Source: an optimization exercise on an open RTL-to-GDS flow (aim: small area, a short achievable clock period and few clock cycles per item). Production flows keep margins and buffers that such runs may drop.
In this exercise RTL edits were held to simulation tests only and were not proved equivalent to the original.

==> flow/design.v (outline; a module is shown in full before it is edited, if it fits) <==
// module mdo_accum: 107 lines
// module mdo_mul16x32cs: 878 lines
// module mdo_sq16cs: 191 lines
// module mdo_roots: 128 lines
// module mdo_load_tables: 491 lines
// module minkowski_distance_orders: 124 lines
module minkowski_distance_orders #(
  parameter int unsigned MAX_LEN     = mdo_pkg::MAX_LEN_DEF,
  parameter int unsigned COORD_WIDTH = mdo_pkg::COORD_WIDTH_DEF
) (
  input  logic          clk,
  input  logic          rst,
  input  logic          s_tvalid,
  output logic          s_tready,
  input  logic [31:0]   s_tdata,    
  input  logic          s_tlast,    
  output logic          m_tvalid,
  input  logic          m_tready,
  output logic [111:0]  m_tdata,    
  output logic          m_tuser     
);
  // ...
==> flow/run.sh <==
#!/bin/bash
# synth_recipe.tcl (not shown) runs the flow's synth.tcl, then flattens the netlist and writes it again
# the make line also repeats each setting of config.mk as NAME=value (left out here)
make -C /OpenROAD-flow-scripts/flow DESIGN_CONFIG=/design/flow/config.mk WORK_HOME=/design/flow/orfs CLKGATE_MAP_FILE= SYNTH_SCRIPT=/design/flow/synth_recipe.tcl finish
==> flow/config.mk <==
export PLATFORM = sky130hd
export DESIGN_NAME = minkowski_distance_orders
export DESIGN_NICKNAME = minkowski_distance_orders
export VERILOG_FILES = /design/flow/design.v
export SDC_FILE = /design/flow/constraint.sdc
export NUM_CORES = 4
export LEC_CHECK = 0
export CAP_MARGIN = 20
export CORE_MARGIN = 2
export CORE_UTILIZATION = 40
export SLEW_MARGIN = 20
==> flow/constraint.sdc <==
create_clock -name core_clock -period 10.0 [get_ports {clk}]
set_input_delay 2.0000 -clock core_clock [delete_from_list [all_inputs] [get_ports {clk}]]
set_output_delay 2.0000 -clock core_clock [all_outputs]
set_load 0.01 [all_outputs]
==> summary.md, run 1 <==
| Metric | Value |
|---|---|
| WL met1 | `about 110 mm` |
| Slew headroom | `0.187` |
| Dominant synthesized flop cell | `dfxtp_1` |
| Status | `complete, no violations` |
| Post-Synth Simple-Gate Area | `0.168` |
| CTS Hold Bufs | `0` |
| Fill count | `22,200` |
| Hold Vio Cnt, Final | `0` |
| Worst-margin pin slew | `1220 ps` |
| Largest net degree at the start of global routing | `176` |
| Number of top-level pins | `152` |
| Min-Delay Endpoint | `u_accum.pl` |
| Commonest non-fill, non-tap cell in the layout | `nand2_1` |
| Count of different cell masters after synthesis | `99` |
| DP Cell Count | `about 13,000` |
| DRT Pass-1 Iters | `5` |
| Largest registers | `g_unit.u_roots.r3 x142, g_unit.u_roots.t3 x140, g_unit.u_roots.rc x96` |
| Via count | `71,300` |
| Critical Path Source Type | `flip-flop` |
| Fin. max-slew vios | `0` |
| Reg2Reg Setup Slack | `about 3900 ps` |
| Top-count cell post-synth | `nand2_1` |
| Mux contribution to synthesized area | `0.0353` |
| H-tree levels | `4` |
| Met3 wire len | `10.4 mm` |
| Clock Sink Count | `1,206` |
| Final critical-path share of the clock period | `0.606` |
| Register cell area after layout | `28,600 sq um` |
| Crit-path slowest cell | `edfxtp_1` |
| Complex-gate fraction of the synthesized area | `0.152` |
| Die W | `484 um` |
Testbench counts, summed over its fixed seeds: cycles 6,611, items 384.
==> module mdo_roots, before the edit <==
module mdo_roots (
  input  logic                    clk,
  input  logic                    rst,
  input  logic                    load,        
  input  logic                    load_w,      
  input  logic [SUM_SQ_W-1:0]     sum_sq,      
  input  logic [SUM_CUBE_W-1:0]   sum_cube,    
  output logic                    last,        
  output logic [DIST_W-1:0]       euclid,
  output logic [DIST_W-1:0]       cubic
);
  localparam int unsigned LD    = 4;    
  localparam int unsigned STEPS = 36 - LD;
  logic        busy;
  logic [5:0]  k;
  logic [33:0] rs;           
  logic [36:0] r2;
  logic [35:0] y2;
  logic [38:0] r2s, t2, d2;
  logic        b2;
  logic [50:0] rc;
  logic [70:0] r3;
  logic [70:0] t3;           
  logic [35:0] y3;
  logic [74:0] r3s, d3;
  logic        b3;
  logic [70:0] t3_0, t3_1;
  logic [1:0]  ly3;
  logic [5:0]  lr3;
  logic [6:0]  lt3;
  logic [2:0]  ly2;
  logic [3:0]  lr2;
  mdo_load_tables u_tab (
    .c_top (sum_cube[55:51]),
    .s_top (sum_sq[39:34]),
    .c_y   (ly3),
    .c_r   (lr3),
    .c_t   (lt3),
    .s_y   (ly2),
    .s_r   (lr2)
  );
  logic [8:0]  xa3;  logic [9:0]  da3;  logic ta3;  logic [7:0]  ra3;  logic [9:0]  ua3;
  logic [10:0] xb3;  logic [11:0] db3;  logic tb3;  logic [9:0]  rb3;  logic [11:0] ub3;
  logic [2:0]  ya3;
  logic [5:0]  xa2, da2;  logic ta2;  logic [4:0] ra2;
  logic [6:0]  xb2, db2;  logic tb2;  logic [5:0] rb2;
  logic [3:0]  ya2;
  assign xa3 = {lr3, sum_cube[50:48]};
  assign da3 = {1'b0, xa3} - {3'b0, lt3};
  assign ta3 = !da3[9];
  assign ra3 = ta3 ? da3[7:0] : xa3[7:0];
  assign ya3 = {ly3, ta3};
  assign ua3 = ta3 ? ({1'b0, lt3, 2'b00} + 10'(36 * ly3) + 10'd15)
                   : ({1'b0, lt3, 2'b00} - 10'(12 * ly3) - 10'd3);
  assign xb3 = {ra3, sum_cube[47:45]};
  assign db3 = {1'b0, xb3} - {2'b0, ua3};
  assign tb3 = !db3[11];
  assign rb3 = tb3 ? db3[9:0] : xb3[9:0];
  assign ub3 = tb3 ? ({ua3, 2'b00} + 12'(36 * ya3) + 12'd15)
                   : ({ua3, 2'b00} - 12'(12 * ya3) - 12'd3);
  assign xa2 = {lr2, sum_sq[33:32]};
  assign da2 = xa2 - {1'b0, ly2, 2'b01};
  assign ta2 = !da2[5] && (xa2 >= {1'b0, ly2, 2'b01});
  assign ra2 = ta2 ? da2[4:0] : xa2[4:0];
  assign ya2 = {ly2, ta2};
  assign xb2 = {ra2, sum_sq[31:30]};
  assign db2 = xb2 - {1'b0, ya2, 2'b01};
  assign tb2 = (xb2 >= {1'b0, ya2, 2'b01});
  assign rb2 = tb2 ? db2[5:0] : xb2[5:0];
  assign last = busy && (k == 6'(STEPS - 1));
  assign r2s = {r2[36:0], rs[33:32]};
  assign t2  = {1'b0, y2[35:0], 2'b01};
  assign d2  = r2s - t2;
  assign b2  = !d2[38];
  assign r3s = {1'b0, r3, rc[50:48]};
  assign d3  = r3s - {4'b0, t3};
  assign b3  = !d3[74];
  logic [70:0] a0, b0, c0, s0, k0, a1, b1, c1, s1, k1;
  assign a0 = {t3[68:0], 2'b10};
  assign b0 = ~(71'({y3[34:0], 3'b011}));
  assign c0 = ~(71'({y3[34:0], 2'b00}));
  assign s0 = a0 ^ b0 ^ c0;
  assign k0 = (a0 & b0) | (a0 & c0) | (b0 & c0);
  assign t3_0 = s0 + {k0[69:0], 1'b0};
  assign a1 = {t3[68:0], 2'b00};
  assign b1 = 71'({y3[34:0], 5'b01111});
  assign c1 = 71'({y3[34:0], 2'b00});
  assign s1 = a1 ^ b1 ^ c1;
  assign k1 = (a1 & b1) | (a1 & c1) | (b1 & c1);
  assign t3_1 = s1 + {k1[69:0], 1'b0};
  assign euclid = y2;
  assign cubic  = y3;
  always_ff @(posedge clk) begin
    if (rst) begin
      busy <= 1'b0;
    end else if (load) begin
      busy <= 1'b1;
    end else if (last) begin
      busy <= 1'b0;
    end
  end
  always_ff @(posedge clk) begin
    if (load_w) begin
      k  <= '0;
      rs <= {sum_sq[31:0], 2'b00};
      r2 <= 37'(ra2);
      rc <= {sum_cube[47:0], 3'b000};
      r3 <= 71'(ra3);
      t3 <= 71'(ua3);
    end else begin
      k  <= k + 6'd1;
      rs <= {rs[31:0], 2'b00};
      r2 <= b2 ? d2[36:0] : r2s[36:0];
      rc <= {rc[47:0], 3'b000};
      r3 <= b3 ? d3[70:0] : r3s[70:0];
      t3 <= b3 ? t3_1 : t3_0;
    end
  end
  always_ff @(posedge clk) begin
    if (load) begin
      y2 <= 36'(ya2);
      y3 <= 36'(ya3);
    end else if (busy) begin
      y2 <= {y2[34:0], b2};
      y3 <= {y3[34:0], b3};
    end
  end
endmodule
==> module mdo_load_tables, before the edit <==
module mdo_load_tables (
  input  logic [4:0] c_top,    
  input  logic [5:0] s_top,    
  output logic [1:0] c_y,
  output logic [5:0] c_r,
  output logic [6:0] c_t,
  output logic [2:0] s_y,
  output logic [3:0] s_r
);
  assign c_y[0] =
      (c_top == 5'd1) |
      (c_top == 5'd2) |
      (c_top == 5'd3) |
      (c_top == 5'd4) |
      (c_top == 5'd5) |
      (c_top == 5'd6) |
      (c_top == 5'd7) |
      (c_top == 5'd27) |
      (c_top == 5'd28) |
      (c_top == 5'd29) |
      (c_top == 5'd30) |
      (c_top == 5'd31);
  assign c_y[1] =
      (c_top == 5'd8) |
      (c_top == 5'd9) |
      (c_top == 5'd10) |
      (c_top == 5'd11) |
      (c_top == 5'd12) |
      (c_top == 5'd13) |
      (c_top == 5'd14) |
      (c_top == 5'd15) |
      (c_top == 5'd16) |
      (c_top == 5'd17) |
      (c_top == 5'd18) |
      (c_top == 5'd19) |
      (c_top == 5'd20) |
      (c_top == 5'd21) |
      (c_top == 5'd22) |
      (c_top == 5'd23) |
      (c_top == 5'd24) |
      (c_top == 5'd25) |
      (c_top == 5'd26) |
      (c_top == 5'd27) |
      (c_top == 5'd28) |
      (c_top == 5'd29) |
      (c_top == 5'd30) |
      (c_top == 5'd31);
  assign c_r[0] =
      (c_top == 5'd2) |
      (c_top == 5'd4) |
      (c_top == 5'd6) |
      (c_top == 5'd9) |
      (c_top == 5'd11) |
      (c_top == 5'd13) |
      (c_top == 5'd15) |
      (c_top == 5'd17) |
      (c_top == 5'd19) |
      (c_top == 5'd21) |
      (c_top == 5'd23) |
      (c_top == 5'd25) |
      (c_top == 5'd28) |
      (c_top == 5'd30);
  assign c_r[1] =
      (c_top == 5'd3) |
      (c_top == 5'd4) |
      (c_top == 5'd7) |
      (c_top == 5'd10) |
      (c_top == 5'd11) |
      (c_top == 5'd14) |
      (c_top == 5'd15) |
      (c_top == 5'd18) |
      (c_top == 5'd19) |
      (c_top == 5'd22) |
      (c_top == 5'd23) |
      (c_top == 5'd26) |
      (c_top == 5'd29) |
      (c_top == 5'd30);
  assign c_r[2] =
      (c_top == 5'd5) |
      (c_top == 5'd6) |
      (c_top == 5'd7) |
      (c_top == 5'd12) |
      (c_top == 5'd13) |
      (c_top == 5'd14) |
      (c_top == 5'd15) |
      (c_top == 5'd20) |
      (c_top == 5'd21) |
      (c_top == 5'd22) |
      (c_top == 5'd23) |
      (c_top == 5'd31);
  assign c_r[3] =
      (c_top == 5'd16) |
      (c_top == 5'd17) |
      (c_top == 5'd18) |
      (c_top == 5'd19) |
      (c_top == 5'd20) |
      (c_top == 5'd21) |
      (c_top == 5'd22) |
      (c_top == 5'd23);
  assign c_r[4] =
      (c_top == 5'd24) |
      (c_top == 5'd25) |
      (c_top == 5'd26);
  assign c_r[5] = 1'b0;
  assign c_t[0] =
      (c_top == 5'd0) |
      (c_top == 5'd1) |
      (c_top == 5'd2) |
      (c_top == 5'd3) |
      (c_top == 5'd4) |
      (c_top == 5'd5) |
      (c_top == 5'd6) |
      (c_top == 5'd7) |
      (c_top == 5'd8) |
      (c_top == 5'd9) |
      (c_top == 5'd10) |
      (c_top == 5'd11) |
      (c_top == 5'd12) |
      (c_top == 5'd13) |
      (c_top == 5'd14) |
      (c_top == 5'd15) |
      (c_top == 5'd16) |
      (c_top == 5'd17) |
      (c_top == 5'd18) |
      (c_top == 5'd19) |
      (c_top == 5'd20) |
      (c_top == 5'd21) |
      (c_top == 5'd22) |
      (c_top == 5'd23) |
      (c_top == 5'd24) |
      (c_top == 5'd25) |
      (c_top == 5'd26) |
      (c_top == 5'd27) |
      (c_top == 5'd28) |
      (c_top == 5'd29) |
      (c_top == 5'd30) |
      (c_top == 5'd31);
  assign c_t[1] =
      (c_top == 5'd1) |
      (c_top == 5'd2) |
      (c_top == 5'd3) |
      (c_top == 5'd4) |
      (c_top == 5'd5) |
      (c_top == 5'd6) |
      (c_top == 5'd7) |
      (c_top == 5'd27) |
      (c_top == 5'd28) |
      (c_top == 5'd29) |
      (c_top == 5'd30) |
      (c_top == 5'd31);
  assign c_t[2] =
      (c_top == 5'd8) |
      (c_top == 5'd9) |
      (c_top == 5'd10) |
      (c_top == 5'd11) |
      (c_top == 5'd12) |
      (c_top == 5'd13) |
      (c_top == 5'd14) |
      (c_top == 5'd15) |
      (c_top == 5'd16) |
      (c_top == 5'd17) |
      (c_top == 5'd18) |
      (c_top == 5'd19) |
      (c_top == 5'd20) |
      (c_top == 5'd21) |
      (c_top == 5'd22) |
      (c_top == 5'd23) |
      (c_top == 5'd24) |
      (c_top == 5'd25) |
      (c_top == 5'd26) |
      (c_top == 5'd27) |
      (c_top == 5'd28) |
      (c_top == 5'd29) |
      (c_top == 5'd30) |
      (c_top == 5'd31);
  assign c_t[3] =
      (c_top == 5'd8) |
      (c_top == 5'd9) |
      (c_top == 5'd10) |
      (c_top == 5'd11) |
      (c_top == 5'd12) |
      (c_top == 5'd13) |
      (c_top == 5'd14) |
      (c_top == 5'd15) |
      (c_top == 5'd16) |
      (c_top == 5'd17) |
      (c_top == 5'd18) |
      (c_top == 5'd19) |
      (c_top == 5'd20) |
      (c_top == 5'd21) |
      (c_top == 5'd22) |
      (c_top == 5'd23) |
      (c_top == 5'd24) |
      (c_top == 5'd25) |
      (c_top == 5'd26) |
      (c_top == 5'd27) |
      (c_top == 5'd28) |
      (c_top == 5'd29) |
      (c_top == 5'd30) |
      (c_top == 5'd31);
  assign c_t[4] =
      (c_top == 5'd1) |
      (c_top == 5'd2) |
      (c_top == 5'd3) |
      (c_top == 5'd4) |
      (c_top == 5'd5) |
      (c_top == 5'd6) |
      (c_top == 5'd7) |
      (c_top == 5'd8) |
      (c_top == 5'd9) |
      (c_top == 5'd10) |
      (c_top == 5'd11) |
      (c_top == 5'd12) |
      (c_top == 5'd13) |
      (c_top == 5'd14) |
      (c_top == 5'd15) |
      (c_top == 5'd16) |
      (c_top == 5'd17) |
      (c_top == 5'd18) |
      (c_top == 5'd19) |
      (c_top == 5'd20) |
      (c_top == 5'd21) |
      (c_top == 5'd22) |
      (c_top == 5'd23) |
      (c_top == 5'd24) |
      (c_top == 5'd25) |
      (c_top == 5'd26) |
      (c_top == 5'd27) |
      (c_top == 5'd28) |
      (c_top == 5'd29) |
      (c_top == 5'd30) |
      (c_top == 5'd31);
  assign c_t[5] =
      (c_top == 5'd8) |
      (c_top == 5'd9) |
      (c_top == 5'd10) |
      (c_top == 5'd11) |
      (c_top == 5'd12) |
      (c_top == 5'd13) |
      (c_top == 5'd14) |
      (c_top == 5'd15) |
      (c_top == 5'd16) |
      (c_top == 5'd17) |
      (c_top == 5'd18) |
      (c_top == 5'd19) |
      (c_top == 5'd20) |
      (c_top == 5'd21) |
      (c_top == 5'd22) |
      (c_top == 5'd23) |
      (c_top == 5'd24) |
      (c_top == 5'd25) |
      (c_top == 5'd26) |
      (c_top == 5'd27) |
      (c_top == 5'd28) |
      (c_top == 5'd29) |
      (c_top == 5'd30) |
      (c_top == 5'd31);
  assign c_t[6] =
      (c_top == 5'd27) |
      (c_top == 5'd28) |
      (c_top == 5'd29) |
      (c_top == 5'd30) |
      (c_top == 5'd31);
  assign s_y[0] =
      (s_top == 6'd1) |
      (s_top == 6'd2) |
      (s_top == 6'd3) |
      (s_top == 6'd9) |
      (s_top == 6'd10) |
      (s_top == 6'd11) |
      (s_top == 6'd12) |
      (s_top == 6'd13) |
      (s_top == 6'd14) |
      (s_top == 6'd15) |
      (s_top == 6'd25) |
      (s_top == 6'd26) |
      (s_top == 6'd27) |
      (s_top == 6'd28) |
      (s_top == 6'd29) |
      (s_top == 6'd30) |
      (s_top == 6'd31) |
      (s_top == 6'd32) |
      (s_top == 6'd33) |
      (s_top == 6'd34) |
      (s_top == 6'd35) |
      (s_top == 6'd49) |
      (s_top == 6'd50) |
      (s_top == 6'd51) |
      (s_top == 6'd52) |
      (s_top == 6'd53) |
      (s_top == 6'd54) |
      (s_top == 6'd55) |
      (s_top == 6'd56) |
      (s_top == 6'd57) |
      (s_top == 6'd58) |
      (s_top == 6'd59) |
      (s_top == 6'd60) |
      (s_top == 6'd61) |
      (s_top == 6'd62) |
      (s_top == 6'd63);
  assign s_y[1] =
      (s_top == 6'd4) |
      (s_top == 6'd5) |
      (s_top == 6'd6) |
      (s_top == 6'd7) |
      (s_top == 6'd8) |
      (s_top == 6'd9) |
      (s_top == 6'd10) |
      (s_top == 6'd11) |
      (s_top == 6'd12) |
      (s_top == 6'd13) |
      (s_top == 6'd14) |
      (s_top == 6'd15) |
      (s_top == 6'd36) |
      (s_top == 6'd37) |
      (s_top == 6'd38) |
      (s_top == 6'd39) |
      (s_top == 6'd40) |
      (s_top == 6'd41) |
      (s_top == 6'd42) |
      (s_top == 6'd43) |
      (s_top == 6'd44) |
      (s_top == 6'd45) |
      (s_top == 6'd46) |
      (s_top == 6'd47) |
      (s_top == 6'd48) |
      (s_top == 6'd49) |
      (s_top == 6'd50) |
      (s_top == 6'd51) |
      (s_top == 6'd52) |
      (s_top == 6'd53) |
      (s_top == 6'd54) |
      (s_top == 6'd55) |
      (s_top == 6'd56) |
      (s_top == 6'd57) |
      (s_top == 6'd58) |
      (s_top == 6'd59) |
      (s_top == 6'd60) |
      (s_top == 6'd61) |
      (s_top == 6'd62) |
      (s_top == 6'd63);
  assign s_y[2] =
      (s_top == 6'd16) |
      (s_top == 6'd17) |
      (s_top == 6'd18) |
      (s_top == 6'd19) |
      (s_top == 6'd20) |
      (s_top == 6'd21) |
      (s_top == 6'd22) |
      (s_top == 6'd23) |
      (s_top == 6'd24) |
      (s_top == 6'd25) |
      (s_top == 6'd26) |
      (s_top == 6'd27) |
      (s_top == 6'd28) |
      (s_top == 6'd29) |
      (s_top == 6'd30) |
      (s_top == 6'd31) |
      (s_top == 6'd32) |
      (s_top == 6'd33) |
      (s_top == 6'd34) |
      (s_top == 6'd35) |
      (s_top == 6'd36) |
      (s_top == 6'd37) |
      (s_top == 6'd38) |
      (s_top == 6'd39) |
      (s_top == 6'd40) |
      (s_top == 6'd41) |
      (s_top == 6'd42) |
      (s_top == 6'd43) |
      (s_top == 6'd44) |
      (s_top == 6'd45) |
      (s_top == 6'd46) |
      (s_top == 6'd47) |
      (s_top == 6'd48) |
      (s_top == 6'd49) |
      (s_top == 6'd50) |
      (s_top == 6'd51) |
      (s_top == 6'd52) |
      (s_top == 6'd53) |
      (s_top == 6'd54) |
      (s_top == 6'd55) |
      (s_top == 6'd56) |
      (s_top == 6'd57) |
      (s_top == 6'd58) |
      (s_top == 6'd59) |
      (s_top == 6'd60) |
      (s_top == 6'd61) |
      (s_top == 6'd62) |
      (s_top == 6'd63);
  assign s_r[0] =
      (s_top == 6'd2) |
      (s_top == 6'd5) |
      (s_top == 6'd7) |
      (s_top == 6'd10) |
      (s_top == 6'd12) |
      (s_top == 6'd14) |
      (s_top == 6'd17) |
      (s_top == 6'd19) |
      (s_top == 6'd21) |
      (s_top == 6'd23) |
      (s_top == 6'd26) |
      (s_top == 6'd28) |
      (s_top == 6'd30) |
      (s_top == 6'd32) |
      (s_top == 6'd34) |
      (s_top == 6'd37) |
      (s_top == 6'd39) |
      (s_top == 6'd41) |
      (s_top == 6'd43) |
      (s_top == 6'd45) |
      (s_top == 6'd47) |
      (s_top == 6'd50) |
      (s_top == 6'd52) |
      (s_top == 6'd54) |
      (s_top == 6'd56) |
      (s_top == 6'd58) |
      (s_top == 6'd60) |
      (s_top == 6'd62);
  assign s_r[1] =
      (s_top == 6'd3) |
      (s_top == 6'd6) |
      (s_top == 6'd7) |
      (s_top == 6'd11) |
      (s_top == 6'd12) |
      (s_top == 6'd15) |
      (s_top == 6'd18) |
      (s_top == 6'd19) |
      (s_top == 6'd22) |
      (s_top == 6'd23) |
      (s_top == 6'd27) |
      (s_top == 6'd28) |
      (s_top == 6'd31) |
      (s_top == 6'd32) |
      (s_top == 6'd35) |
      (s_top == 6'd38) |
      (s_top == 6'd39) |
      (s_top == 6'd42) |
      (s_top == 6'd43) |
      (s_top == 6'd46) |
      (s_top == 6'd47) |
      (s_top == 6'd51) |
      (s_top == 6'd52) |
      (s_top == 6'd55) |
      (s_top == 6'd56) |
      (s_top == 6'd59) |
      (s_top == 6'd60) |
      (s_top == 6'd63);
  assign s_r[2] =
      (s_top == 6'd8) |
      (s_top == 6'd13) |
      (s_top == 6'd14) |
      (s_top == 6'd15) |
      (s_top == 6'd20) |
      (s_top == 6'd21) |
      (s_top == 6'd22) |
      (s_top == 6'd23) |
      (s_top == 6'd29) |
      (s_top == 6'd30) |
      (s_top == 6'd31) |
      (s_top == 6'd32) |
      (s_top == 6'd40) |
      (s_top == 6'd41) |
      (s_top == 6'd42) |
      (s_top == 6'd43) |
      (s_top == 6'd48) |
      (s_top == 6'd53) |
      (s_top == 6'd54) |
      (s_top == 6'd55) |
      (s_top == 6'd56) |
      (s_top == 6'd61) |
      (s_top == 6'd62) |
      (s_top == 6'd63);
  assign s_r[3] =
      (s_top == 6'd24) |
      (s_top == 6'd33) |
      (s_top == 6'd34) |
      (s_top == 6'd35) |
      (s_top == 6'd44) |
      (s_top == 6'd45) |
      (s_top == 6'd46) |
      (s_top == 6'd47) |
      (s_top == 6'd48) |
      (s_top == 6'd57) |
      (s_top == 6'd58) |
      (s_top == 6'd59) |
      (s_top == 6'd60) |
      (s_top == 6'd61) |
      (s_top == 6'd62) |
      (s_top == 6'd63);
endmodule
==> run 2, diff against run 1 <==
--- a/flow/design.v
+++ b/flow/design.v
@@ -1219,4 +1219,5 @@
   logic [5:0]  lr3;
   logic [6:0]  lt3;
+  logic [9:0]  lt3_0, lt3_1;
   logic [2:0]  ly2;
   logic [3:0]  lr2;
@@ -1227,12 +1228,12 @@
     .c_r   (lr3),
     .c_t   (lt3),
+    .c_t0  (lt3_0),
+    .c_t1  (lt3_1),
     .s_y   (ly2),
     .s_r   (lr2)
   );
   logic [8:0]  xa3;  logic [9:0]  da3;  logic ta3;  logic [7:0]  ra3;  logic [9:0]  ua3;
-  logic [10:0] xb3;  logic [11:0] db3;  logic tb3;  logic [9:0]  rb3;  logic [11:0] ub3;
   logic [2:0]  ya3;
   logic [5:0]  xa2, da2;  logic ta2;  logic [4:0] ra2;
-  logic [6:0]  xb2, db2;  logic tb2;  logic [5:0] rb2;
   logic [3:0]  ya2;
   assign xa3 = {lr3, sum_cube[50:48]};
@@ -1241,12 +1242,5 @@
   assign ra3 = ta3 ? da3[7:0] : xa3[7:0];
   assign ya3 = {ly3, ta3};
-  assign ua3 = ta3 ? ({1'b0, lt3, 2'b00} + 10'(36 * ly3) + 10'd15)
-                   : ({1'b0, lt3, 2'b00} - 10'(12 * ly3) - 10'd3);
-  assign xb3 = {ra3, sum_cube[47:45]};
-  assign db3 = {1'b0, xb3} - {2'b0, ua3};
-  assign tb3 = !db3[11];
-  assign rb3 = tb3 ? db3[9:0] : xb3[9:0];
-  assign ub3 = tb3 ? ({ua3, 2'b00} + 12'(36 * ya3) + 12'd15)
-                   : ({ua3, 2'b00} - 12'(12 * ya3) - 12'd3);
+  assign ua3 = ta3 ? lt3_1 : lt3_0;
   assign xa2 = {lr2, sum_sq[33:32]};
   assign da2 = xa2 - {1'b0, ly2, 2'b01};
@@ -1254,8 +1248,4 @@
   assign ra2 = ta2 ? da2[4:0] : xa2[4:0];
   assign ya2 = {ly2, ta2};
-  assign xb2 = {ra2, sum_sq[31:30]};
-  assign db2 = xb2 - {1'b0, ya2, 2'b01};
-  assign tb2 = (xb2 >= {1'b0, ya2, 2'b01});
-  assign rb2 = tb2 ? db2[5:0] : xb2[5:0];
   assign last = busy && (k == 6'(STEPS - 1));
   assign r2s = {r2[36:0], rs[33:32]};
@@ -1323,4 +1313,6 @@
   output logic [5:0] c_r,
   output logic [6:0] c_t,
+  output logic [9:0] c_t0,     
+  output logic [9:0] c_t1,     
   output logic [2:0] s_y,
   output logic [3:0] s_r
@@ -1577,4 +1569,367 @@
       (c_top == 5'd27) |
       (c_top == 5'd28) |
+      (c_top == 5'd29) |
+      (c_top == 5'd30) |
+      (c_top == 5'd31);
+  assign c_t0[0] =
+      (c_top == 5'd0) |
+      (c_top == 5'd1) |
+      (c_top == 5'd2) |
+      (c_top == 5'd3) |
+      (c_top == 5'd4) |
+      (c_top == 5'd5) |
+      (c_top == 5'd6) |
+      (c_top == 5'd7) |
+      (c_top == 5'd8) |
+      (c_top == 5'd9) |
+      (c_top == 5'd10) |
+      (c_top == 5'd11) |
+      (c_top == 5'd12) |
+      (c_top == 5'd13) |
+      (c_top == 5'd14) |
+      (c_top == 5'd15) |
+      (c_top == 5'd16) |
+      (c_top == 5'd17) |
+      (c_top == 5'd18) |
+      (c_top == 5'd19) |
+      (c_top == 5'd20) |
+      (c_top == 5'd21) |
+      (c_top == 5'd22) |
+      (c_top == 5'd23) |
+      (c_top == 5'd24) |
+      (c_top == 5'd25) |
+      (c_top == 5'd26) |
+      (c_top == 5'd27) |
+      (c_top == 5'd28) |
+      (c_top == 5'd29) |
+      (c_top == 5'd30) |
+      (c_top == 5'd31);
+  assign c_t0[1] = 1'b0;
+  assign c_t0[2] =
+      (c_top == 5'd1) |
+      (c_top == 5'd2) |
+      (c_top == 5'd3) |
+      (c_top == 5'd4) |
+      (c_top == 5'd5) |
+      (c_top == 5'd6) |
+      (c_top == 5'd7) |
+      (c_top == 5'd27) |
+      (c_top == 5'd28) |
+      (c_top == 5'd29) |
+      (c_top == 5'd30) |
+      (c_top == 5'd31);
+  assign c_t0[3] =
+      (c_top == 5'd1) |
+      (c_top == 5'd2) |
+      (c_top == 5'd3) |
+      (c_top == 5'd4) |
+      (c_top == 5'd5) |
+      (c_top == 5'd6) |
+      (c_top == 5'd7) |
+      (c_top == 5'd8) |
+      (c_top == 5'd9) |
+      (c_top == 5'd10) |
+      (c_top == 5'd11) |
+      (c_top == 5'd12) |
+      (c_top == 5'd13) |
+      (c_top == 5'd14) |
+      (c_top == 5'd15) |
+      (c_top == 5'd16) |
+      (c_top == 5'd17) |
+      (c_top == 5'd18) |
+      (c_top == 5'd19) |
+      (c_top == 5'd20) |
+      (c_top == 5'd21) |
+      (c_top == 5'd22) |
+      (c_top == 5'd23) |
+      (c_top == 5'd24) |
+      (c_top == 5'd25) |
+      (c_top == 5'd26);
+  assign c_t0[4] =
+      (c_top == 5'd1) |
+      (c_top == 5'd2) |
+      (c_top == 5'd3) |
+      (c_top == 5'd4) |
+      (c_top == 5'd5) |
+      (c_top == 5'd6) |
+      (c_top == 5'd7) |
+      (c_top == 5'd8) |
+      (c_top == 5'd9) |
+      (c_top == 5'd10) |
+      (c_top == 5'd11) |
+      (c_top == 5'd12) |
+      (c_top == 5'd13) |
+      (c_top == 5'd14) |
+      (c_top == 5'd15) |
+      (c_top == 5'd16) |
+      (c_top == 5'd17) |
+      (c_top == 5'd18) |
+      (c_top == 5'd19) |
+      (c_top == 5'd20) |
+      (c_top == 5'd21) |
+      (c_top == 5'd22) |
+      (c_top == 5'd23) |
+      (c_top == 5'd24) |
+      (c_top == 5'd25) |
+      (c_top == 5'd26) |
+      (c_top == 5'd27) |
+      (c_top == 5'd28) |
+      (c_top == 5'd29) |
+      (c_top == 5'd30) |
+      (c_top == 5'd31);
+  assign c_t0[5] =
+      (c_top == 5'd1) |
+      (c_top == 5'd2) |
+      (c_top == 5'd3) |
+      (c_top == 5'd4) |
+      (c_top == 5'd5) |
+      (c_top == 5'd6) |
+      (c_top == 5'd7);
+  assign c_t0[6] =
+      (c_top == 5'd8) |
+      (c_top == 5'd9) |
+      (c_top == 5'd10) |
+      (c_top == 5'd11) |
+      (c_top == 5'd12) |
+      (c_top == 5'd13) |
+      (c_top == 5'd14) |
+      (c_top == 5'd15) |
+      (c_top == 5'd16) |
+      (c_top == 5'd17) |
+      (c_top == 5'd18) |
+      (c_top == 5'd19) |
+      (c_top == 5'd20) |
+      (c_top == 5'd21) |
+      (c_top == 5'd22) |
+      (c_top == 5'd23) |
+      (c_top == 5'd24) |
+      (c_top == 5'd25) |
+      (c_top == 5'd26) |
+      (c_top == 5'd27) |
+      (c_top == 5'd28) |
+      (c_top == 5'd29) |
+      (c_top == 5'd30) |
+      (c_top == 5'd31);
+  assign c_t0[7] =
+      (c_top == 5'd8) |
+      (c_top == 5'd9) |
+      (c_top == 5'd10) |
+      (c_top == 5'd11) |
+      (c_top == 5'd12) |
+      (c_top == 5'd13) |
+      (c_top == 5'd14) |
+      (c_top == 5'd15) |
+      (c_top == 5'd16) |
+      (c_top == 5'd17) |
+      (c_top == 5'd18) |
+      (c_top == 5'd19) |
+      (c_top == 5'd20) |
+      (c_top == 5'd21) |
+      (c_top == 5'd22) |
+      (c_top == 5'd23) |
+      (c_top == 5'd24) |
+      (c_top == 5'd25) |
+      (c_top == 5'd26) |
+      (c_top == 5'd27) |
+      (c_top == 5'd28) |
+      (c_top == 5'd29) |
+      (c_top == 5'd30) |
+      (c_top == 5'd31);
+  assign c_t0[8] =
+      (c_top == 5'd27) |
+      (c_top == 5'd28) |
+      (c_top == 5'd29) |
+      (c_top == 5'd30) |
+      (c_top == 5'd31);
+  assign c_t0[9] = 1'b0;
+  assign c_t1[0] =
+      (c_top == 5'd0) |
+      (c_top == 5'd1) |
+      (c_top == 5'd2) |
+      (c_top == 5'd3) |
+      (c_top == 5'd4) |
+      (c_top == 5'd5) |
+      (c_top == 5'd6) |
+      (c_top == 5'd7) |
+      (c_top == 5'd8) |
+      (c_top == 5'd9) |
+      (c_top == 5'd10) |
+      (c_top == 5'd11) |
+      (c_top == 5'd12) |
+      (c_top == 5'd13) |
+      (c_top == 5'd14) |
+      (c_top == 5'd15) |
+      (c_top == 5'd16) |
+      (c_top == 5'd17) |
+      (c_top == 5'd18) |
+      (c_top == 5'd19) |
+      (c_top == 5'd20) |
+      (c_top == 5'd21) |
+      (c_top == 5'd22) |
+      (c_top == 5'd23) |
+      (c_top == 5'd24) |
+      (c_top == 5'd25) |
+      (c_top == 5'd26) |
+      (c_top == 5'd27) |
+      (c_top == 5'd28) |
+      (c_top == 5'd29) |
+      (c_top == 5'd30) |
+      (c_top == 5'd31);
+  assign c_t1[1] =
+      (c_top == 5'd0) |
+      (c_top == 5'd1) |
+      (c_top == 5'd2) |
+      (c_top == 5'd3) |
+      (c_top == 5'd4) |
+      (c_top == 5'd5) |
+      (c_top == 5'd6) |
+      (c_top == 5'd7) |
+      (c_top == 5'd8) |
+      (c_top == 5'd9) |
+      (c_top == 5'd10) |
+      (c_top == 5'd11) |
+      (c_top == 5'd12) |
+      (c_top == 5'd13) |
+      (c_top == 5'd14) |
+      (c_top == 5'd15) |
+      (c_top == 5'd16) |
+      (c_top == 5'd17) |
+      (c_top == 5'd18) |
+      (c_top == 5'd19) |
+      (c_top == 5'd20) |
+      (c_top == 5'd21) |
+      (c_top == 5'd22) |
+      (c_top == 5'd23) |
+      (c_top == 5'd24) |
+      (c_top == 5'd25) |
+      (c_top == 5'd26) |
+      (c_top == 5'd27) |
+      (c_top == 5'd28) |
+      (c_top == 5'd29) |
+      (c_top == 5'd30) |
+      (c_top == 5'd31);
+  assign c_t1[2] =
+      (c_top == 5'd1) |
+      (c_top == 5'd2) |
+      (c_top == 5'd3) |
+      (c_top == 5'd4) |
+      (c_top == 5'd5) |
+      (c_top == 5'd6) |
+      (c_top == 5'd7) |
+      (c_top == 5'd27) |
+      (c_top == 5'd28) |
+      (c_top == 5'd29) |
+      (c_top == 5'd30) |
+      (c_top == 5'd31);
+  assign c_t1[3] =
+      (c_top == 5'd1) |
+      (c_top == 5'd2) |
+      (c_top == 5'd3) |
+      (c_top == 5'd4) |
+      (c_top == 5'd5) |
+      (c_top == 5'd6) |
+      (c_top == 5'd7) |
+      (c_top == 5'd8) |
+      (c_top == 5'd9) |
+      (c_top == 5'd10) |
+      (c_top == 5'd11) |
+      (c_top == 5'd12) |
+      (c_top == 5'd13) |
+      (c_top == 5'd14) |
+      (c_top == 5'd15) |
+      (c_top == 5'd16) |
+      (c_top == 5'd17) |
+      (c_top == 5'd18) |
+      (c_top == 5'd19) |
+      (c_top == 5'd20) |
+      (c_top == 5'd21) |
+      (c_top == 5'd22) |
+      (c_top == 5'd23) |
+      (c_top == 5'd24) |
+      (c_top == 5'd25) |
+      (c_top == 5'd26);
+  assign c_t1[4] =
+      (c_top == 5'd0) |
+      (c_top == 5'd1) |
+      (c_top == 5'd2) |
+      (c_top == 5'd3) |
+      (c_top == 5'd4) |
+      (c_top == 5'd5) |
+      (c_top == 5'd6) |
+      (c_top == 5'd7) |
+      (c_top == 5'd27) |
+      (c_top == 5'd28) |
+      (c_top == 5'd29) |
+      (c_top == 5'd30) |
+      (c_top == 5'd31);
+  assign c_t1[5] =
+      (c_top == 5'd1) |
+      (c_top == 5'd2) |
+      (c_top == 5'd3) |
+      (c_top == 5'd4) |
+      (c_top == 5'd5) |
+      (c_top == 5'd6) |
+      (c_top == 5'd7) |
+      (c_top == 5'd27) |
+      (c_top == 5'd28) |
+      (c_top == 5'd29) |
+      (c_top == 5'd30) |
+      (c_top == 5'd31);
+  assign c_t1[6] =
+      (c_top == 5'd1) |
+      (c_top == 5'd2) |
+      (c_top == 5'd3) |
+      (c_top == 5'd4) |
+      (c_top == 5'd5) |
+      (c_top == 5'd6) |
+      (c_top == 5'd7) |
+      (c_top == 5'd8) |
+      (c_top == 5'd9) |
+      (c_top == 5'd10) |
+      (c_top == 5'd11) |
+      (c_top == 5'd12) |
+      (c_top == 5'd13) |
+      (c_top == 5'd14) |
+      (c_top == 5'd15) |
+      (c_top == 5'd16) |
+      (c_top == 5'd17) |
+      (c_top == 5'd18) |
+      (c_top == 5'd19) |
+      (c_top == 5'd20) |
+      (c_top == 5'd21) |
+      (c_top == 5'd22) |
+      (c_top == 5'd23) |
+      (c_top == 5'd24) |
+      (c_top == 5'd25) |
+      (c_top == 5'd26) |
+      (c_top == 5'd27) |
+      (c_top == 5'd28) |
+      (c_top == 5'd29) |
+      (c_top == 5'd30) |
+      (c_top == 5'd31);
+  assign c_t1[7] = 1'b0;
+  assign c_t1[8] =
+      (c_top == 5'd8) |
+      (c_top == 5'd9) |
+      (c_top == 5'd10) |
+      (c_top == 5'd11) |
+      (c_top == 5'd12) |
+      (c_top == 5'd13) |
+      (c_top == 5'd14) |
+      (c_top == 5'd15) |
+      (c_top == 5'd16) |
+      (c_top == 5'd17) |
+      (c_top == 5'd18) |
+      (c_top == 5'd19) |
+      (c_top == 5'd20) |
+      (c_top == 5'd21) |
+      (c_top == 5'd22) |
+      (c_top == 5'd23) |
+      (c_top == 5'd24) |
+      (c_top == 5'd25) |
+      (c_top == 5'd26);
+  assign c_t1[9] =
+      (c_top == 5'd27) |
+      (c_top == 5'd28) |
       (c_top == 5'd29) |
       (c_top == 5'd30) |
==> summary.md, run 2 <==
| Metric | Value |
|---|---|
| Status | `complete, no violations` |
| Most numerous cell on the critical path | `a21oi_1` |
| # rows | `176` |
| Count of different cell masters after synthesis | `102 (+3.0%)` |
| CTS tree | `done` |
| Reg clk slew, reported paths | `60 ps` |
| Worst-path fanout max | `34` |
| Hold depth | `0` |
| Avg Inst Size Synth | `9.05 sq um` |
| Fin. max-slew vios | `0 (unchanged)` |
| R2r worst-path depth | `16` |
| Worst EP required | `about 11,000 ps` |
| Setup crit start | `u_accum.pf` |
| Core area | `229,000 sq um` |
| Commonest non-fill, non-tap cell in the layout | `nand2_1` |
| DRT Pass-1 Iters | `6 (+1)` |
| Root Buffer | `clkbuf_16` |
| Delay-heaviest family, CP | `compound AO/OA/AOI/OAI gates` |
| Initial Utilization | `0.401` |
| Area delta synth->final | `9.92%` |
| Hold path startpoint | `u_accum.l2` |
| Crit path DAT | `6900 ps` |
| Clock skew | `approximately 54 ps` |
| Sequential fraction of the synthesis area | `0.311` |
| Setup TNS | `0 ps` |
| Unrepaired setup endpoints after global routing | `false` |
| Top post-synthesis cells by count | `nand2_1, inv_1, dfxtp_1, a21oi_1, fa_1` |
| Share of layout cells above drive strength 1 | `0.0463` |
| Number of synthesized flops with an enable pin | `440` |
| Residual DRC count | `0` |
| Maxcap violations | `0` |
| Clock Path Buffers | `3` |
| Final GP Congestion | `0.925` |
| CP Class | `flip-flop to flip-flop` |
| H-tree levels | `4 (unchanged)` |
| Synth async-reset ratio | `0` |
| Crit-path slowest cell | `o311ai_1` |
| Hold Vio Cnt, Final | `0 (unchanged)` |
| Cell Area, Synth | `92,000 sq um` |
| Min-Delay Endpoint | `u_accum.pl` |
| Largest net degree at the start of global routing | `179 (+1.7%)` |
| R2R Path End | `u_accum.sum_cube[50]` |
| Area share of the largest cell type after synthesis | `0.167` |
| Final critical-path share of the clock period | `0.634 (+0.0278)` |
| Largest registers | `g_unit.u_roots.r3 x142, g_unit.u_roots.t3 x142, g_unit.u_roots.rc x96` |
| Worst-margin pin slew | `1150 ps (-71.2 ps)` |
| Congestion Overflow GR | `0` |
| Critical R2R Launch | `u_accum.pf` |
| Worst skew pair latency | `830 ps` |
| DR vias/cell | `5.39` |
| Post-synth top area cell | `dfxtp_1` |
| Number of top-level pins | `152 (unchanged)` |
| Vias in the first global route | `73,500` |
| Post_cts resized | `0` |
| Fmax | `158 MHz` |
| Top-count cell post-synth | `nand2_1` |
| Crit end category | `flip-flop` |
| Count of port buffers added during placement | `150` |
| Initial DRC Count | `4,061` |
| Reg2Reg Setup Slack | `3660 ps (-280 ps)` |
| Post-Synthesis Cells | `10,200` |
| Die height | `484 um` |
| Most frequent cells in the layout | `nand2_1, inv_1, dfxtp_1, a21oi_1, fa_1` |
| Drt wl/cell | `around 19 um` |
| Slew headroom | `0.235 (+0.0474)` |
| Worst min path class | `flip-flop to flip-flop` |
| Post-layout net count | `between 10,000 and 15,000` |
| Min Tclk post-route | `6340 ps` |
| Post-CTS Setup Bufs | `0` |
| CTS Buf Count | `143` |
| Via count | `71,300 (+0.058%)` |
| Dominant synthesized flop cell | `dfxtp_1` |
| Post-detailed-route count of antenna-violating nets | `0` |
| First-pass GRT wire length | `399 mm` |
| CP max stage delay | `slightly above 800 ps` |
| Final setup fails | `0` |
| Initial antenna violation count | `3` |
| Top cells by area, synth | `dfxtp_1, fa_1, edfxtp_1` |
| CP bufs+invs | `1` |
| Routed wire length | `246 mm` |
| Die Area | `234,000 sq um` |
| Yosys reg bits | `between 1,000 and 1,500` |
| CTS Hold Bufs | `0 (unchanged)` |
| Die W | `484 um (about the same)` |
| Clock Sink Count | `1,208 (+0.17%)` |
| Gr usage total | `0.208` |
| Critical Path Source Type | `flip-flop` |
| Worst path cell trace | `buf_4 -> nor2b_1 -> fa_1 -> ha_1 -> a211oi_1 -> o21ai_0 -> a211o_1 -> a41o_1 -> o311ai_1 -> a21boi_0 -> a21oi_1 -> o31ai_1 -> o31a_1 -> nand3_1 -> a21oi_1 -> or3b_2` |
| Synth warnings | `9` |
| Final HPWL DP | `181 mm` |
run 2: cell count changes after synthesis, sizes merged, moves of 16 or more:
cell    change
nand2b     +39
or3        +21
nand2      -44
nor2       +40
o21ai      +43
nor3       +34
nor4       +20
inv        +16
and3       -34
xor2       -25
a21o       -90
run 2: worst max-delay path by stage:
stage                           endpoint  slack [ps]  cells after the start
floorplan                       b_abs[0]        1790                      2
global placement    u_accum.sum_cube[50]        3720                     16
detailed placement  u_accum.sum_cube[50]        3720                     16
CTS                 u_accum.sum_cube[50]        3690                     16
global route        u_accum.sum_cube[50]        3440                     16
finish              u_accum.sum_cube[50]        3660                     16
run 2: area by class of cell:
type,instances,area [sq um]
timing repair buffer,231,2140
clock buffer,205,4080
clock inverter,53,768
fill,22100,128000
sequential,1208,28600
multi-input combinational,7518,58100
tap,3026,3790
antenna,2,5.00
inverter,988,3710
run 2: layer usage:
metal | up-vias | track usage | part of all wire
li1 | 34400 | - | -
met1 | 34800 | 0.275 | 0.45
met2 | 1706 | 0.354 | 0.48
met3 | 407 | 0.0290 | 0.047
met4 | 2 | 0.0628 | 0.029
met5 | - | 0 | 0.000053
run 2: per-stage QoR:
step	instance area, sq um	hold slack, ps	setup WS, ps	utilization	cells
after detailed placement	96300	335	3720	0.420	13000
after global placement	96300	337	3720	0.420	13000
after CTS	101000	352	3690	0.441	13200
after floorplan	92000	323	1790	-	10200
final	101000	348	3660	0.441	13200
after global routing	101000	371	3440	0.441	13200
run 2: kinds of logic (layout without fill, tap and decap cells):
logic type | count (synthesis) | count (layout) | share of synthesized area
compound gates | 2167 | 2167 | 0.149
xor+xnor | 491 | 491 | 0.0467
fa+ha+maj | 1277 | 1277 | 0.228
buf+inv | 1441 | 1477 | 0.0597
flops | 1208 | 1208 | 0.311
mux | 301 | 301 | 0.0339
other cells | 2 | 6 | 0.0000816
simple gates | 3278 | 3278 | 0.172
run 2: worst reg2reg max path, stage by stage, from the launching register on:
cell      delay (ps)
dfxtp_2          710
buf_4            490
nor2b_1          170
fa_1             600
ha_1             260
a211oi_1         320
o21ai_0          190
a211o_1          310
a41o_1           280
o311ai_1         830
a21boi_0         360
a21oi_1          340
o31ai_1          190
o31a_1           370
nand3_1          170
a21oi_1           60
or3b_2           430
Testbench counts of run 2, summed over its fixed seeds: cycles 6,611, items 384.
==> run 3, diff against run 2 <==
--- a/flow/config.mk
+++ b/flow/config.mk
@@ -9,3 +9,4 @@
 export CORE_MARGIN = 2
 export CORE_UTILIZATION = 40
+export SETUP_SLACK_MARGIN = 5
 export SLEW_MARGIN = 20
==> summary.md, run 3 <==
| Metric | Value |
|---|---|
| Commonest non-fill, non-tap cell in the layout | `nand2_1` |
| Slew headroom | `0.240 (+0.00497)` |
| Drt wl/cell | `19.1 um (+2.6%)` |
| Hold Vio Cnt, Final | `0 (unchanged)` |
| Crit end category | `flip-flop` |
| Sequential fraction of the synthesis area | `0.311 (unchanged)` |
| Fmax | `184 MHz (+17%)` |
| Yosys reg bits | `1,208 (unchanged)` |
| Fin. max-slew vios | `0 (unchanged)` |
| Most frequent cells in the layout | `nand2_1, inv_1, dfxtp_1, a21oi_1, fa_1` |
| Count of port buffers added during placement | `150 (unchanged)` |
| Setup ws final | `4570 ps (+915 ps)` |
| Area delta synth->final | `11.5%` |
| Initial DRC Count | `4,685 (+15%)` |
| Gr usage total | `0.213 (+0.00497)` |
| Reg clk slew, reported paths | `60 ps (about the same)` |
| Final setup fails | `0 (unchanged)` |
| Top cells by area, synth | `dfxtp_1, fa_1, edfxtp_1` |
| Avg Inst Size Synth | `9.05 sq um (unchanged)` |
| Worst path cell trace | `buf_4 -> and2_1 -> fa_1 -> fa_1 -> inv_1 -> fa_1 -> fa_1 -> inv_1 -> ha_4 -> and3_4 -> a221o_1 -> a21oi_2 -> a31oi_4 -> a211o_1 -> a2111oi_4 -> nor3_2 -> a21o_1 -> a21oi_2 -> xnor2_1` |
| Synth warnings | `9 (unchanged)` |
| Via count | `71,700 (+0.57%)` |
| Non-filler instance count after layout | `13,300 (+0.76%)` |
| Reg2Reg Setup Slack | `4570 ps (+910 ps)` |
| Unrepaired setup endpoints after global routing | `true` |
| Congestion Overflow GR | `0 (unchanged)` |
| Hold WS | `347 ps (-0.824 ps)` |
| Worst-path fanout max | `5 (-85%)` |
| CTS tree | `done` |
| Place WS | `3850 ps (+132 ps)` |
| Worst EP required | `10,550 ps (about the same)` |
| Worst min path class | `flip-flop to flip-flop` |
| Dpl cell area | `96,300 sq um (about the same)` |
| Setup TNS | `0 ps (unchanged)` |
| Largest net degree at the start of global routing | `172 (-3.9%)` |
| CP Class | `flip-flop to flip-flop` |
| Routed wire length | `254 mm (+3.3%)` |
| Setup crit start | `u_accum.d1[2]` |
| Residual DRC count | `0 (unchanged)` |
| Worst-margin pin slew | `1140 ps (-7.45 ps)` |
| CTS Hold Bufs | `0 (unchanged)` |
| Top-count cell post-synth | `nand2_1` |
| Finished layout cell area | `103,000 sq um (+1.5%)` |
| DP Cell Count | `13,000 (-0.10%)` |
| Die Area | `234,000 sq um (unchanged)` |
| Most numerous cell on the critical path | `fa_1` |
| Synth async-reset ratio | `0 (unchanged)` |
| CTS Buf Count | `148 (+3.5%)` |
| Crit-path slowest cell | `fa_1` |
| Initial Utilization | `0.401 (unchanged)` |
| Min Tclk post-route | `5430 ps (-915 ps)` |
| R2R Path End | `u_accum.q2[29]` |
| Crit path DAT | `5970 ps (-930 ps)` |
| Maxcap violations | `0 (unchanged)` |
| Clock Sink Count | `1,208 (unchanged)` |
| Initial antenna violation count | `4 (+1)` |
| Post-Synthesis Cells | `10,200 (unchanged)` |
| Status | `complete, no violations` |
| Core area | `229,000 sq um (unchanged)` |
| Final HPWL DP | `184 mm (+1.5%)` |
| Critical R2R Launch | `u_accum.d1[2]` |
| Clock Path Buffers | `3 (unchanged)` |
| Critical Path Source Type | `flip-flop` |
| First-pass GRT wire length | `404 mm (+1.4%)` |
| Final GP Congestion | `0.904 (-2.3%)` |
| Die W | `484 um (unchanged)` |
| H-tree levels | `4 (unchanged)` |
| Worst skew pair latency | `820 ps (about the same)` |
| R2r worst-path depth | `19 (+3)` |
| Count of different cell masters after synthesis | `102 (unchanged)` |
| CP max stage delay | `510 ps (-310 ps)` |
| Area share of the largest cell type after synthesis | `0.167 (unchanged)` |
| Number of top-level pins | `152 (unchanged)` |
| CP endpoint | `u_accum.q2[29]` |
| Top post-synthesis cells by count | `nand2_1, inv_1, dfxtp_1, a21oi_1, fa_1` |
| Share of layout cells above drive strength 1 | `0.0620 (+0.0157)` |
| Final critical-path share of the clock period | `0.543 (-0.0915)` |
| Dominant synthesized flop cell | `dfxtp_1` |
| DR vias/cell | `5.38 (-0.19%)` |
| Final core utilization | `0.447 (+0.00640)` |
| DRT Pass-1 Iters | `6 (unchanged)` |
| Number of synthesized flops with an enable pin | `440 (unchanged)` |
| # rows | `176 (unchanged)` |
| Post-layout net count | `11,500 (+0.79%)` |
| Clock skew | `52.1 ps (-2.13 ps)` |
| Post-detailed-route count of antenna-violating nets | `0 (unchanged)` |
| Vias in the first global route | `73,300 (-0.20%)` |
| Largest registers | `g_unit.u_roots.r3 x142, g_unit.u_roots.t3 x142, g_unit.u_roots.rc x96` |
| Fill count | `22,000 (-0.55%)` |
| Post-synth top area cell | `dfxtp_1` |
| Die height | `484 um (unchanged)` |
| Root Buffer | `clkbuf_16` |
| Cell Area, Synth | `92,000 sq um (unchanged)` |
-- run 3: critical path, delay by kind of cell, from the launching register on --
family	cells	cell delay (ps)
flip-flops	1	450
AO/OA/AOI/OAI	7	1680
buffers and inverters	3	310
AND/OR/NAND/NOR	3	430
adder cells (fa/ha/maj)	5	2220
XOR/XNOR	1	90
-- run 3: worst min path at each step --
stage            endpoint  cells after the start       start
6_report       u_accum.pl                      0  u_accum.l2
5_1_grt        u_accum.pl                      0  u_accum.l2
4_1_cts        u_accum.pl                      0  u_accum.l2
3_5_place_dp   u_accum.pl                      0  u_accum.l2
3_3_place_gp   u_accum.pl                      0  u_accum.l2
2_1_floorplan  u_accum.pl                      0  u_accum.l2
-- run 3: cells by family after synthesis --
family,Yosys count,share of synthesized area
other cells,2,0.0000816
compound gates,2167,0.149
fa+ha+maj,1277,0.228
mux,301,0.0339
buf+inv,1441,0.0597
simple gates,3278,0.172
xor+xnor,491,0.0467
flops,1208,0.311
-- run 3: metal layers --
metal / track usage / wire length [um] / vias to the layer above / part of all wire
met5: 0 / 0 / - / 0
met4: 0.0778 / 9180 / 0 / 0.036
met3: 0.0254 / 11100 / 477 / 0.044
met2: 0.365 / 122000 / 1711 / 0.48
met1: 0.276 / 112000 / 35000 / 0.44
li1: - / - / 34600 / -
-- run 3: final cells by class --
type,count,area (sq um),area share
Clock buffer,214,4260,0.0415
Clock inverter,61,733,0.00714
Multi-Input combinational cell,7522,58600,0.571
Inverter,988,3720,0.0363
Tap cell,3026,3790,0.0369
Timing Repair Buffer,312,2890,0.0282
Antenna cell,1,2.50,0.0000244
Sequential cell,1208,28600,0.279
-- run 3: what timing repair did --
item                       CTS  global route
buffers inserted            65            29
setup endpoints to repair  281           118
pin swaps                   15            29
gates cloned                 2             2
resized for setup           46            71

afterwards: timing with drivers on the ports:
Ports are ideal in the flow. The routed layouts listed here were re-timed in OpenROAD. Step 1 sets driving cells, clkbuf_16 on the clock port and buf_2 on the other inputs (assumed; they add their load-dependent delay and slew). Step 2 also shifts input and output timing later by t, the mid clock arrival at the registers, as if the neighbouring blocks saw the same clock. Slacks: no drivers / after step 1 / after step 2; pairs: no drivers / after step 1.
| run | t (ns) | slack for setup (ns) | clock arrival spread, ns | slew at the worst register clock pin (ns) | pins driven straight from the clock port |
|---|---|---|---|---|---|
| run 1 | 0.891 | 3.936 / 3.936 / 3.936 | 0.048 / 0.048 | 0.08 / 0.08 | 1 |
| run 2 | 0.879 | 3.658 / 3.658 / 3.658 | 0.061 / 0.061 | 0.07 / 0.07 | 1 |
| run 3 | 0.880 | 4.572 / 4.572 / 4.421 | 0.052 / 0.052 | 0.06 / 0.06 | 1 |
After both steps every run listed still meets setup and hold. For run 3, which loses most, drivers alone change the setup slack by 0.000 ns; drivers and shift together by -0.151 ns.
